This is an optimization exercise on Yosys and OpenROAD, whose aim is small area, a short achievable clock period and few clock cycles per item, not a production implementation. Function was not checked in any run shown here: the RTL went through the layout flow alone. Power is estimated from default activity; no workload was simulated.

## flow/design.v (module list and top-level ports; edited modules follow where they fit)
// module cnn_dvcon_fa: 11 lines
// module cnn_dvcon_ha: 10 lines
// module cnn_dvcon_bsel: 11 lines
// module cnn_dvcon: 3178 lines
module cnn_dvcon
(
  input  logic               aclk,
  input  logic               aresetn,
  input  logic [cnn_dvcon_pkg::TDATA_W-1:0] s_axis_tdata,
  input  logic               s_axis_tvalid,
  output logic               s_axis_tready,
  output logic [cnn_dvcon_pkg::ACC_W-1:0]   m_axis_tdata,
  output logic               m_axis_tvalid,
  input  logic               m_axis_tready
);
  // ...
==> flow/flow/run.sh <==
#!/bin/bash
# Standard layout (the standard.sh), except that the port buffers are
# sky130_fd_sc_hd__buf_2 cells rather than the delay cells buffer_ports picks by default.
set -e
export BUFFER_PORTS_ARGS="-buffer_cell sky130_fd_sc_hd__buf_2"
bash standard.sh > standard_flow.log 2>&1
==> flow/standard.sh <==
#!/bin/bash
# synth_recipe.tcl (not shown) runs the flow's synth.tcl, then flattens the netlist and writes it again
# the make line also repeats each setting of config.mk as NAME=value (left out here)
make -C /OpenROAD-flow-scripts/flow DESIGN_CONFIG=/design/flow/config.mk WORK_HOME=/design/flow/orfs CLKGATE_MAP_FILE= SYNTH_SCRIPT=/design/flow/synth_recipe.tcl "${@:-finish}"
==> flow/config.mk <==
export PLATFORM = sky130hd
export DESIGN_NAME = cnn_dvcon
export DESIGN_NICKNAME = cnn_dvcon
export VERILOG_FILES = /design/flow/design.v
export SDC_FILE = /design/flow/constraint.sdc
export NUM_CORES = 4
export LEC_CHECK = 0
export CAP_MARGIN = 20
export CORE_MARGIN = 2
export CORE_UTILIZATION = 40
export SLEW_MARGIN = 20
export SYNTH_HIERARCHICAL = 1
==> flow/constraint.sdc <==
create_clock -name core_clock -period 8.0 [get_ports {aclk}]
set_input_delay 1.6000 -clock core_clock [delete_from_list [all_inputs] [get_ports {aclk}]]
set_output_delay 1.6000 -clock core_clock [all_outputs]
set_load 0.01 [all_outputs]
==> flow_summary.yaml, run 1 <==
status:
  status: "no timing/DRC/antenna violations"
cells_and_area:
  nClkBuffers: 22
  largest-register: "vld"
  clock_area_share_pct: 2.777
  seq_cells: 155
  multi_input_cells: 1199
  inverters: 40
  design_area_sq_um: 21000
  multi_input_area_sq_um: 14000
  layout_commonest_cell: "fa_1"
  multi_input_area_share_pct: 66.67
worst_setup_path:
  path_cells: "buf_2, nand2_1, fa_1, fa_1, fa_1, fa_1, fa_1"
  regToRegSetupSlack_ns: 4.69
  path_buf_inv: 1
  startpoint: "s_axis_tdata[104]"
  cp_common_cell: "fa_1"
sta:
  timing.setup.tns_ns: 0
  finalSetupViolations: 0
  relSlewSlack_pct: 34.87
hold_path:
  min_from: "r0_fs_14"
die:
  dieArea_sq_um: 49270
  row_count: 79
yosys:
  async_flop_share_pct: 1.290
  synth-simple-area-share_pct: 13.09
  syn_area_per_cell_sq_um: 13.09
  synth_warnings: 7
  synth-adder-area-share_pct: 59.24
  synth_top_area_share_pct: 57.73
placement:
  io_buffer_count: 169
  globalplace.congestion: 1.029
  dp_cells: 2172
power:
  switchingPower_uw: 3643
  comb_power_uw: 5660
  peakVddDrop_mv: 0.3167
routing:
  routed_via_density: 5.458
==> inputs of run 2 (changes only) <==
--- a/flow/design.v
+++ b/flow/design.v
@@ -1867,45 +1867,65 @@
   logic fs_555;
   logic fc_555;
   logic fs_556;
   logic fc_556;
   logic fs_557;
   logic fc_557;
   logic hs_1;
   logic hc_1;
+  logic hs_2;
+  logic hc_2;
+  logic hs_3;
+  logic hc_3;
+  logic hs_4;
+  logic hc_4;
+  logic hs_5;
+  logic hc_5;
+  logic hs_6;
+  logic hc_6;
+  logic hs_7;
+  logic hc_7;
+  logic hs_8;
+  logic hc_8;
+  logic hs_9;
+  logic hc_9;
+  logic hs_10;
+  logic hc_10;
+  logic hs_11;
+  logic hc_11;
+  logic r1_hc_2;
+  logic r1_hc_3;
+  logic r1_hc_4;
+  logic r1_hc_5;
+  logic r1_hc_6;
+  logic r1_hc_7;
+  logic r1_hc_8;
+  logic r1_hc_9;
+  logic r1_hc_10;
+  logic r1_hc_11;
   logic r1_r0_fs_3;
   logic r1_r0_fs_14;
   logic r1_fs_462;
   logic r1_fs_464;
   logic r1_fs_468;
   logic r1_fs_473;
   logic r1_fs_480;
-  logic r1_fs_488;
-  logic r1_fc_480;
-  logic r1_fc_488;
-  logic r1_fs_497;
-  logic r1_fc_497;
-  logic r1_fs_507;
+  logic r1_hs_2;
+  logic r1_hs_3;
+  logic r1_hs_4;
   logic r1_fs_518;
-  logic r1_fs_528;
-  logic r1_fc_518;
-  logic r1_fc_528;
-  logic r1_fs_537;
-  logic r1_fc_537;
-  logic r1_fs_544;
-  logic r1_fc_544;
-  logic r1_fs_550;
-  logic r1_hs_0;
-  logic r1_fc_550;
+  logic r1_hs_5;
+  logic r1_hs_6;
+  logic r1_hs_7;
+  logic r1_hs_8;
+  logic r1_hs_9;
   logic r1_fs_556;
-  logic r1_hs_1;
-  logic r1_fc_556;
-  logic r1_fc_557;
-  logic r1_hc_1;
+  logic r1_hs_10;
+  logic r1_hs_11;
   logic en;
   logic [ACC_W-1:0] rowa, rowb, msum, sum;
   logic [2:1] vld;
   assign en = !m_axis_tvalid || m_axis_tready;
   assign s_axis_tready = en;
   assign m_axis_tvalid = vld[2];
   always_ff @(posedge aclk or negedge aresetn)
     if (!aresetn) vld <= '0;
@@ -3052,16 +3072,26 @@
   cnn_dvcon_fa u_fa553 (.a(fc_547), .b(fs_552), .c(fc_548), .s(fs_553), .co(fc_553));
   cnn_dvcon_ha u_ha0 (.a(fc_549), .b(fs_553), .s(hs_0), .co(hc_0));
   cnn_dvcon_fa u_fa554 (.a(r0_fc_459), .b(r0_fs_461), .c(r0_fc_460), .s(fs_554), .co(fc_554));
   cnn_dvcon_fa u_fa555 (.a(fc_551), .b(fs_554), .c(fc_552), .s(fs_555), .co(fc_555));
   cnn_dvcon_fa u_fa556 (.a(fs_555), .b(fc_553), .c(hc_0), .s(fs_556), .co(fc_556));
   assign fs_557 = ~(fc_554 ^ r0_fc_461);
   assign fc_557 = fc_554 | r0_fc_461;
   cnn_dvcon_ha u_ha1 (.a(fs_557), .b(fc_555), .s(hs_1), .co(hc_1));
+  cnn_dvcon_ha u_ha2 (.a(fs_488), .b(fc_480), .s(hs_2), .co(hc_2));
+  cnn_dvcon_ha u_ha3 (.a(fc_488), .b(fs_497), .s(hs_3), .co(hc_3));
+  cnn_dvcon_ha u_ha4 (.a(fc_497), .b(fs_507), .s(hs_4), .co(hc_4));
+  cnn_dvcon_ha u_ha5 (.a(fs_528), .b(fc_518), .s(hs_5), .co(hc_5));
+  cnn_dvcon_ha u_ha6 (.a(fc_528), .b(fs_537), .s(hs_6), .co(hc_6));
+  cnn_dvcon_ha u_ha7 (.a(fc_537), .b(fs_544), .s(hs_7), .co(hc_7));
+  cnn_dvcon_ha u_ha8 (.a(fc_544), .b(fs_550), .s(hs_8), .co(hc_8));
+  cnn_dvcon_ha u_ha9 (.a(hs_0), .b(fc_550), .s(hs_9), .co(hc_9));
+  cnn_dvcon_ha u_ha10 (.a(hs_1), .b(fc_556), .s(hs_10), .co(hc_10));
+  cnn_dvcon_ha u_ha11 (.a(fc_557), .b(hc_1), .s(hs_11), .co(hc_11));
   always_ff @(posedge aclk)
     if (en) begin
       r0_fs_3 <= fs_3;
       r0_fs_14 <= fs_14;
       r0_fs_31 <= fs_31;
       r0_fc_14 <= fc_14;
       r0_fs_32 <= fs_32;
       r0_fs_55 <= fs_55;
@@ -3178,44 +3208,155 @@
       r0_fc_446 <= fc_446;
       r0_fc_456 <= fc_456;
       r0_fs_459 <= fs_459;
       r0_fs_460 <= fs_460;
       r0_fc_459 <= fc_459;
       r0_fs_461 <= fs_461;
       r0_fc_460 <= fc_460;
       r0_fc_461 <= fc_461;
+      r1_hc_2 <= hc_2;
+      r1_hc_3 <= hc_3;
+      r1_hc_4 <= hc_4;
+      r1_hc_5 <= hc_5;
+      r1_hc_6 <= hc_6;
+      r1_hc_7 <= hc_7;
+      r1_hc_8 <= hc_8;
+      r1_hc_9 <= hc_9;
+      r1_hc_10 <= hc_10;
+      r1_hc_11 <= hc_11;
       r1_r0_fs_3 <= r0_fs_3;
       r1_r0_fs_14 <= r0_fs_14;
       r1_fs_462 <= fs_462;
       r1_fs_464 <= fs_464;
       r1_fs_468 <= fs_468;
       r1_fs_473 <= fs_473;
       r1_fs_480 <= fs_480;
-      r1_fs_488 <= fs_488;
-      r1_fc_480 <= fc_480;
-      r1_fc_488 <= fc_488;
-      r1_fs_497 <= fs_497;
-      r1_fc_497 <= fc_497;
-      r1_fs_507 <= fs_507;
+      r1_hs_2 <= hs_2;
+      r1_hs_3 <= hs_3;
+      r1_hs_4 <= hs_4;
       r1_fs_518 <= fs_518;
-      r1_fs_528 <= fs_528;
-      r1_fc_518 <= fc_518;
-      r1_fc_528 <= fc_528;
-      r1_fs_537 <= fs_537;
-      r1_fc_537 <= fc_537;
-      r1_fs_544 <= fs_544;
-      r1_fc_544 <= fc_544;
-      r1_fs_550 <= fs_550;
-      r1_hs_0 <= hs_0;
-      r1_fc_550 <= fc_550;
+      r1_hs_5 <= hs_5;
+      r1_hs_6 <= hs_6;
+      r1_hs_7 <= hs_7;
+      r1_hs_8 <= hs_8;
+      r1_hs_9 <= hs_9;
       r1_fs_556 <= fs_556;
-      r1_hs_1 <= hs_1;
-      r1_fc_556 <= fc_556;
-      r1_fc_557 <= fc_557;
-      r1_hc_1 <= hc_1;
+      r1_hs_10 <= hs_10;
+      r1_hs_11 <= hs_11;
     end
-  assign rowa = {1'b1, r1_fc_557, r1_hs_1, r1_fs_556, r1_hs_0, r1_fc_544, r1_fc_537, r1_fc_528, r1_fs_528, r1_fs_518, r1_fc_497, r1_fc_488, r1_fs_488, r1_fs_480, r1_fs_473, r1_fs_468, r1_fs_464, r1_fs_462, r1_r0_fs_14, r1_r0_fs_3};
-  assign rowb = {1'b0, r1_hc_1, r1_fc_556, 1'b0, r1_fc_550, r1_fs_550, r1_fs_544, r1_fs_537, r1_fc_518, 1'b0, r1_fs_507, r1_fs_497, r1_fc_480, 1'b0, 1'b0, 1'b0, 1'b0, 1'b0, 1'b0, 1'b0};
-  assign msum = rowa + rowb;
+  assign rowa = {1'b1, r1_hs_11, r1_hs_10, r1_fs_556, r1_hs_9, r1_hs_8, r1_hs_7, r1_hs_6, r1_hs_5, r1_fs_518, r1_hs_4, r1_hs_3, r1_hs_2, r1_fs_480, r1_fs_473, r1_fs_468, r1_fs_464, r1_fs_462, r1_r0_fs_14, r1_r0_fs_3};
+  assign rowb = {1'b0, 1'b0, 1'b0, 1'b0, 1'b0, 1'b0, 1'b0, 1'b0, 1'b0, 1'b0, 1'b0, 1'b0, 1'b0, 1'b0, 1'b0, 1'b0, 1'b0, 1'b0, 1'b0, 1'b0};
+  logic kg0_8, kp0_8;
+  assign kg0_8 = r1_hc_3 | (r1_hs_3 & r1_hc_2);
+  assign kp0_8 = r1_hs_3 & r1_hs_2;
+  logic kg0_9, kp0_9;
+  assign kg0_9 = r1_hc_4 | (r1_hs_4 & r1_hc_3);
+  assign kp0_9 = r1_hs_4 & r1_hs_3;
+  logic kg0_10, kp0_10;
+  assign kg0_10 = 1'b0 | (r1_fs_518 & r1_hc_4);
+  assign kp0_10 = r1_fs_518 & r1_hs_4;
+  logic kg0_11, kp0_11;
+  assign kg0_11 = r1_hc_5 | (r1_hs_5 & 1'b0);
+  assign kp0_11 = r1_hs_5 & r1_fs_518;
+  logic kg0_12, kp0_12;
+  assign kg0_12 = r1_hc_6 | (r1_hs_6 & r1_hc_5);
+  assign kp0_12 = r1_hs_6 & r1_hs_5;
+  logic kg0_13, kp0_13;
+  assign kg0_13 = r1_hc_7 | (r1_hs_7 & r1_hc_6);
+  assign kp0_13 = r1_hs_7 & r1_hs_6;
+  logic kg0_14, kp0_14;
+  assign kg0_14 = r1_hc_8 | (r1_hs_8 & r1_hc_7);
+  assign kp0_14 = r1_hs_8 & r1_hs_7;
+  logic kg0_15, kp0_15;
+  assign kg0_15 = r1_hc_9 | (r1_hs_9 & r1_hc_8);
+  assign kp0_15 = r1_hs_9 & r1_hs_8;
+  logic kg0_16, kp0_16;
+  assign kg0_16 = 1'b0 | (r1_fs_556 & r1_hc_9);
+  assign kp0_16 = r1_fs_556 & r1_hs_9;
+  logic kg0_17, kp0_17;
+  assign kg0_17 = r1_hc_10 | (r1_hs_10 & 1'b0);
+  assign kp0_17 = r1_hs_10 & r1_fs_556;
+  logic kg0_18, kp0_18;
+  assign kg0_18 = r1_hc_11 | (r1_hs_11 & r1_hc_10);
+  assign kp0_18 = r1_hs_11 & r1_hs_10;
+  logic kg0_19, kp0_19;
+  assign kg0_19 = 1'b0 | (1'b1 & r1_hc_11);
+  assign kp0_19 = 1'b1 & r1_hs_11;
+  logic kg1_9, kp1_9;
+  assign kg1_9 = kg0_9 | (kp0_9 & r1_hc_2);
+  assign kp1_9 = kp0_9 & r1_hs_2;
+  logic kg1_10, kp1_10;
+  assign kg1_10 = kg0_10 | (kp0_10 & kg0_8);
+  assign kp1_10 = kp0_10 & kp0_8;
+  logic kg1_11, kp1_11;
+  assign kg1_11 = kg0_11 | (kp0_11 & kg0_9);
+  assign kp1_11 = kp0_11 & kp0_9;
+  logic kg1_12, kp1_12;
+  assign kg1_12 = kg0_12 | (kp0_12 & kg0_10);
+  assign kp1_12 = kp0_12 & kp0_10;
+  logic kg1_13, kp1_13;
+  assign kg1_13 = kg0_13 | (kp0_13 & kg0_11);
+  assign kp1_13 = kp0_13 & kp0_11;
+  logic kg1_14, kp1_14;
+  assign kg1_14 = kg0_14 | (kp0_14 & kg0_12);
+  assign kp1_14 = kp0_14 & kp0_12;
+  logic kg1_15, kp1_15;
+  assign kg1_15 = kg0_15 | (kp0_15 & kg0_13);
+  assign kp1_15 = kp0_15 & kp0_13;
+  logic kg1_16, kp1_16;
+  assign kg1_16 = kg0_16 | (kp0_16 & kg0_14);
+  assign kp1_16 = kp0_16 & kp0_14;
+  logic kg1_17, kp1_17;
+  assign kg1_17 = kg0_17 | (kp0_17 & kg0_15);
+  assign kp1_17 = kp0_17 & kp0_15;
+  logic kg1_18, kp1_18;
+  assign kg1_18 = kg0_18 | (kp0_18 & kg0_16);
+  assign kp1_18 = kp0_18 & kp0_16;
+  logic kg1_19, kp1_19;
+  assign kg1_19 = kg0_19 | (kp0_19 & kg0_17);
+  assign kp1_19 = kp0_19 & kp0_17;
+  logic kg2_11, kp2_11;
+  assign kg2_11 = kg1_11 | (kp1_11 & r1_hc_2);
+  assign kp2_11 = kp1_11 & r1_hs_2;
+  logic kg2_12, kp2_12;
+  assign kg2_12 = kg1_12 | (kp1_12 & kg0_8);
+  assign kp2_12 = kp1_12 & kp0_8;
+  logic kg2_13, kp2_13;
+  assign kg2_13 = kg1_13 | (kp1_13 & kg1_9);
+  assign kp2_13 = kp1_13 & kp1_9;
+  logic kg2_14, kp2_14;
+  assign kg2_14 = kg1_14 | (kp1_14 & kg1_10);
+  assign kp2_14 = kp1_14 & kp1_10;
+  logic kg2_15, kp2_15;
+  assign kg2_15 = kg1_15 | (kp1_15 & kg1_11);
+  assign kp2_15 = kp1_15 & kp1_11;
+  logic kg2_16, kp2_16;
+  assign kg2_16 = kg1_16 | (kp1_16 & kg1_12);
+  assign kp2_16 = kp1_16 & kp1_12;
+  logic kg2_17, kp2_17;
+  assign kg2_17 = kg1_17 | (kp1_17 & kg1_13);
+  assign kp2_17 = kp1_17 & kp1_13;
+  logic kg2_18, kp2_18;
+  assign kg2_18 = kg1_18 | (kp1_18 & kg1_14);
+  assign kp2_18 = kp1_18 & kp1_14;
+  logic kg2_19, kp2_19;
+  assign kg2_19 = kg1_19 | (kp1_19 & kg1_15);
+  assign kp2_19 = kp1_19 & kp1_15;
+  logic kg3_15, kp3_15;
+  assign kg3_15 = kg2_15 | (kp2_15 & r1_hc_2);
+  assign kp3_15 = kp2_15 & r1_hs_2;
+  logic kg3_16, kp3_16;
+  assign kg3_16 = kg2_16 | (kp2_16 & kg0_8);
+  assign kp3_16 = kp2_16 & kp0_8;
+  logic kg3_17, kp3_17;
+  assign kg3_17 = kg2_17 | (kp2_17 & kg1_9);
+  assign kp3_17 = kp2_17 & kp1_9;
+  logic kg3_18, kp3_18;
+  assign kg3_18 = kg2_18 | (kp2_18 & kg1_10);
+  assign kp3_18 = kp2_18 & kp1_10;
+  logic kg3_19, kp3_19;
+  assign kg3_19 = kg2_19 | (kp2_19 & kg2_11);
+  assign kp3_19 = kp2_19 & kp2_11;
+  assign msum = {(1'b1 ^ kg3_18), (r1_hs_11 ^ kg3_17), (r1_hs_10 ^ kg3_16), (r1_fs_556 ^ kg3_15), (r1_hs_9 ^ kg2_14), (r1_hs_8 ^ kg2_13), (r1_hs_7 ^ kg2_12), (r1_hs_6 ^ kg2_11), (r1_hs_5 ^ kg1_10), (r1_fs_518 ^ kg1_9), (r1_hs_4 ^ kg0_8), (r1_hs_3 ^ r1_hc_2), r1_hs_2, r1_fs_480, r1_fs_473, r1_fs_468, r1_fs_464, r1_fs_462, r1_r0_fs_14, r1_r0_fs_3};
   assign sum = ~msum;
   assign m_axis_tdata = sum;
 endmodule
==> run 2 against run 1 <==
Maximum frequency up 1.0%; still clean; utilization about the same; sequential share of layout area about the same; critical path type unchanged; power up 13%; cell area down 0.20%; flip-flop and latch count unchanged; global-route usage up 0.39 points; setup slack better by 0.042 ns; sequential power up about 10%; via count up 1.2%; register-to-register slack worse by 0.28 ns.
==> flow_summary.yaml, run 2 <==
cells_and_area:
  area_delta_synth_final_pct: 10.44
  layout_commonest_cell: "fa_1"
  layout_common_cells: "547 x fa_1, 495 x nand2_1, 169 x buf_2, 153 x edfxtp_1, 82 x and2_1"
  final_core_util_pct: 44.91
  largest_reg_flops: 2
  largest-register: "vld"
  fill_cells: 4295
  final_nets: 2295
  drive_above_1_share_pct: 12.96
  layoutNonFillerInstCount: 2199
yosys:
  yosysUniqueCellTypes: 32
  yosysSeqAreaShare_pct: 24.48
  synth_mux_area_share_pct: 0.05935
  synth_area_leaders: "fa_1 58%, edfxtp_1 24%, nand2_1 9.8%, and2_1 2.7%, ha_1 1.6%"
  synth_area_leader_cell: "fa_1"
  ys_top_cells_by_count: "547 x fa_1, 495 x nand2_1, 153 x edfxtp_1"
  synth_top_family_by_area: "adder cells"
  synth_top_area_share_pct: 57.72
  synthCells: 1445
  syn_area_per_cell_sq_um: 13.13
  yosysMostFrequentCell: "fa_1"
  ys.flop_type: "edfxtp_1"
  synth_edf_count: 153
  synth-simple-area-share_pct: 12.81
  syn-num-nets: 2164
  async_flop_share_pct: 1.290
  ys_seq_elements: 155
  synth-xor-area-share_pct: 0.4155
  synth-adder-area-share_pct: 59.30
  synth_compound_area_share_pct: 1.009
  syn_area_sq_um: 18970
  synth_warnings: 7
job:
  drv_cap: 0
die:
  die_h_um: 221.8
  row_count: 79
  io_pins: 170
  start_util_pct: 40.67
  dieArea_sq_um: 49190
  die_w_um: 221.8
  fp.coreArea_sq_um: 46650
global_route:
  grt_pass1_wl_mm: 93.09
  grt_max_degree: 76
  grt_pass1_vias: 13480
  antenna_found_initial: 5
  grtUsageTotal_pct: 26.74
  grt-ovfl-total: 0
clock_network:
  cts_tree: "built"
  clock_latency_ns: 0.45
  cts.sinks: 155
  cts_buffers: 17
  clk_path_buf_depth: 2
  ctsResizeCount: 0
  htree_num_levels: 4
  cts.root.buffer_cell: "clkbuf_16"
  post_cts_buffers: 0
  cts-hold-fix-buffers: 0
  clkTransAtPathRegs_ns: 0.07
sta:
  period_share_pct: 51.92
  final_max_slew_viol_count: 0
  rsz0062_at_grt: "no"
  hold_viol_final: 0
  fin_crit_ns: 4.154
  finalSetupViolations: 0
  max_freq_mhz: 240.7
  skew_ns: 0.01571
  relSlewSlack_pct: 32.17
  timing.setup.tns_ns: 0
  worst_pin_slew_ns: 1.018
routing:
  route.detailed.drc: 0
  first_pass_iters: 16
  vias: 12170
  drtIter0Drc: 1142
  wire_per_inst_um: 28.82
  routed_via_density: 5.535
  postRouteAntennaNets: 0
  wirelength_mm: 63.38
worst_setup_path:
  cpLargestDelayFamily: "adder cells"
  cp-end-kind: "flop"
  crit_arrival_ns: 4.34
  path_buf_inv: 1
  crit_fanout: 8
  cp_common_cell: "fa_1"
  slowest_stage: "fa_1"
  path_cells: "buf_2, nand2_1, fa_1, fa_1, fa_1, fa_1, fa_1"
  path_class: "in2reg"
  max_stage_delay_ns: 0.52
  critPathRequiredTime_ns: 8.19
  start_kind: "input port"
power:
  peakVddDrop_mv: 0.4736
  powerDensity_nw_per_um2: 462.0
  leakage_uw: 0.007544
  total_power_uw: 9680
hold_path:
  hold_class: "reg2reg"
placement:
  dp_hpwl_mm: 55.29
  globalplace.congestion: 0.9651
  dp_cells: 2164
  io_buffer_count: 169
status:
  status: "no timing/DRC/antenna violations"
[run 2: cell count changes after synthesis, moves of 2 or more]
cell      before  now
a21oi_1        8    2
a21o_1         1    6
inv_1         40   36
nand2_1      498  495
nor2b_1        3    0
o21ai_0        3    6
a211oi_1       1    3
and4_1         0    2
nand3_1        3    1
xor2_1         5    7
[run 2: stage by stage]
stage	hold WS, ns	cell area [sq um]	setup WS (ns)
floorplan	0.4003	18970	1.006
global placement	0.4006	20380	3.384
detailed placement	0.4099	20380	3.365
CTS	0.4364	20950	3.850
global route	0.4509	20950	3.824
finish	0.4333	20950	3.846
[run 2: layout make-up]
cell class                      count  area [sq um]  area share (%)
Multi-Input combinational cell   1194         13970           66.67
Sequential cell                   155          4644           22.17
Timing Repair Buffer              172         868.3           4.144
Tap cell                          607         759.5           3.625
Clock buffer                       23         478.0           2.281
Inverter                           36         135.1          0.6449
Clock inverter                      9         90.09          0.4299
Antenna cell                        3         7.507         0.03583
[run 2: cell families (layout without fill, tap and decap cells)]
logic type | after synthesis | count (layout)
simple gates | 587 | 587
fa+ha+maj | 571 | 571
flops | 155 | 155
buf+inv | 96 | 240
compound gates | 26 | 26
xor+xnor | 9 | 9
mux | 1 | 1
other cells | 0 | 3
[run 2: path summary, 6_finish.rpt]
check / startpoint / end / slack (ns) / depth (start not counted)
min: r0_fs_3 / r1_r0_fs_3 / 0.43 / 0
max reg2reg: r0_fc_172 / r1_hs_5 / 4.41 / 7
max in group asynchronous: aresetn / vld[2] / 6.97 / 1
min in group asynchronous: aresetn / vld[1] / 0.93 / 1
max: s_axis_tdata[139] / r0_fs_330 / 3.85 / 7
min reg2reg: r0_fs_3 / r1_r0_fs_3 / 0.43 / 0
[run 2: per-layer routing]
| metal | part of all wire, % | vias to the layer above | global-route usage, % | wire length [um] |
|---|---|---|---|---|
| met2 | 49 | 668 | 44.78 | 31140 |
| met5 | 0.057 | - | 0 | 36 |
| li1 | - | 4751 | - | - |
| met4 | 1.8 | 6 | 5.514 | 1165 |
| met3 | 9.1 | 84 | 6.043 | 5777 |
| met1 | 40 | 6662 | 36.05 | 25250 |
[run 2: power breakdown]
| part | internal [uW] | switching, uW | leakage, uW | total, uW |
|---|---|---|---|---|
| Combinational | 2990 | 3560 | 0.00574 | 6550 |
| Clock | 454 | 339 | 0.000274 | 794 |
| Sequential | 2100 | 238 | 0.00153 | 2340 |
[run 2: per-module statistics from Yosys, one instance, submodules excluded]
module / area [sq um] / flops+latches
cnn_dvcon: 7873 / 155
cnn_dvcon_fa: 20.02 / 0
cnn_dvcon_ha: 12.51 / 0

[what the ideal ports hide]
In the flow no input, the clock included, has a driving cell. The finished layouts below were timed again as built, in two steps. Step 1, drivers: a clkbuf_16 drives aclk and a buf_2 each remaining input, both assumed. Step 2 also shifts input and output timing later by t, the mid clock arrival at the registers, as if the neighbouring blocks saw the same clock. a / b / c = ideal / step 1 / step 2; a / b = the first two.
run | t, ns | setup slack, ns | hold slack, ns
run 1 | 0.487 | 3.804 / 3.819 / 3.343 | 0.425 / 0.425 / 0.425
run 2 | 0.493 | 3.846 / 3.855 / 3.362 | 0.433 / 0.433 / 0.433
After both steps setup and hold are still met in every run listed. For run 2, which loses most, drivers alone change the setup slack by +0.009 ns; drivers and shift together by -0.484 ns.
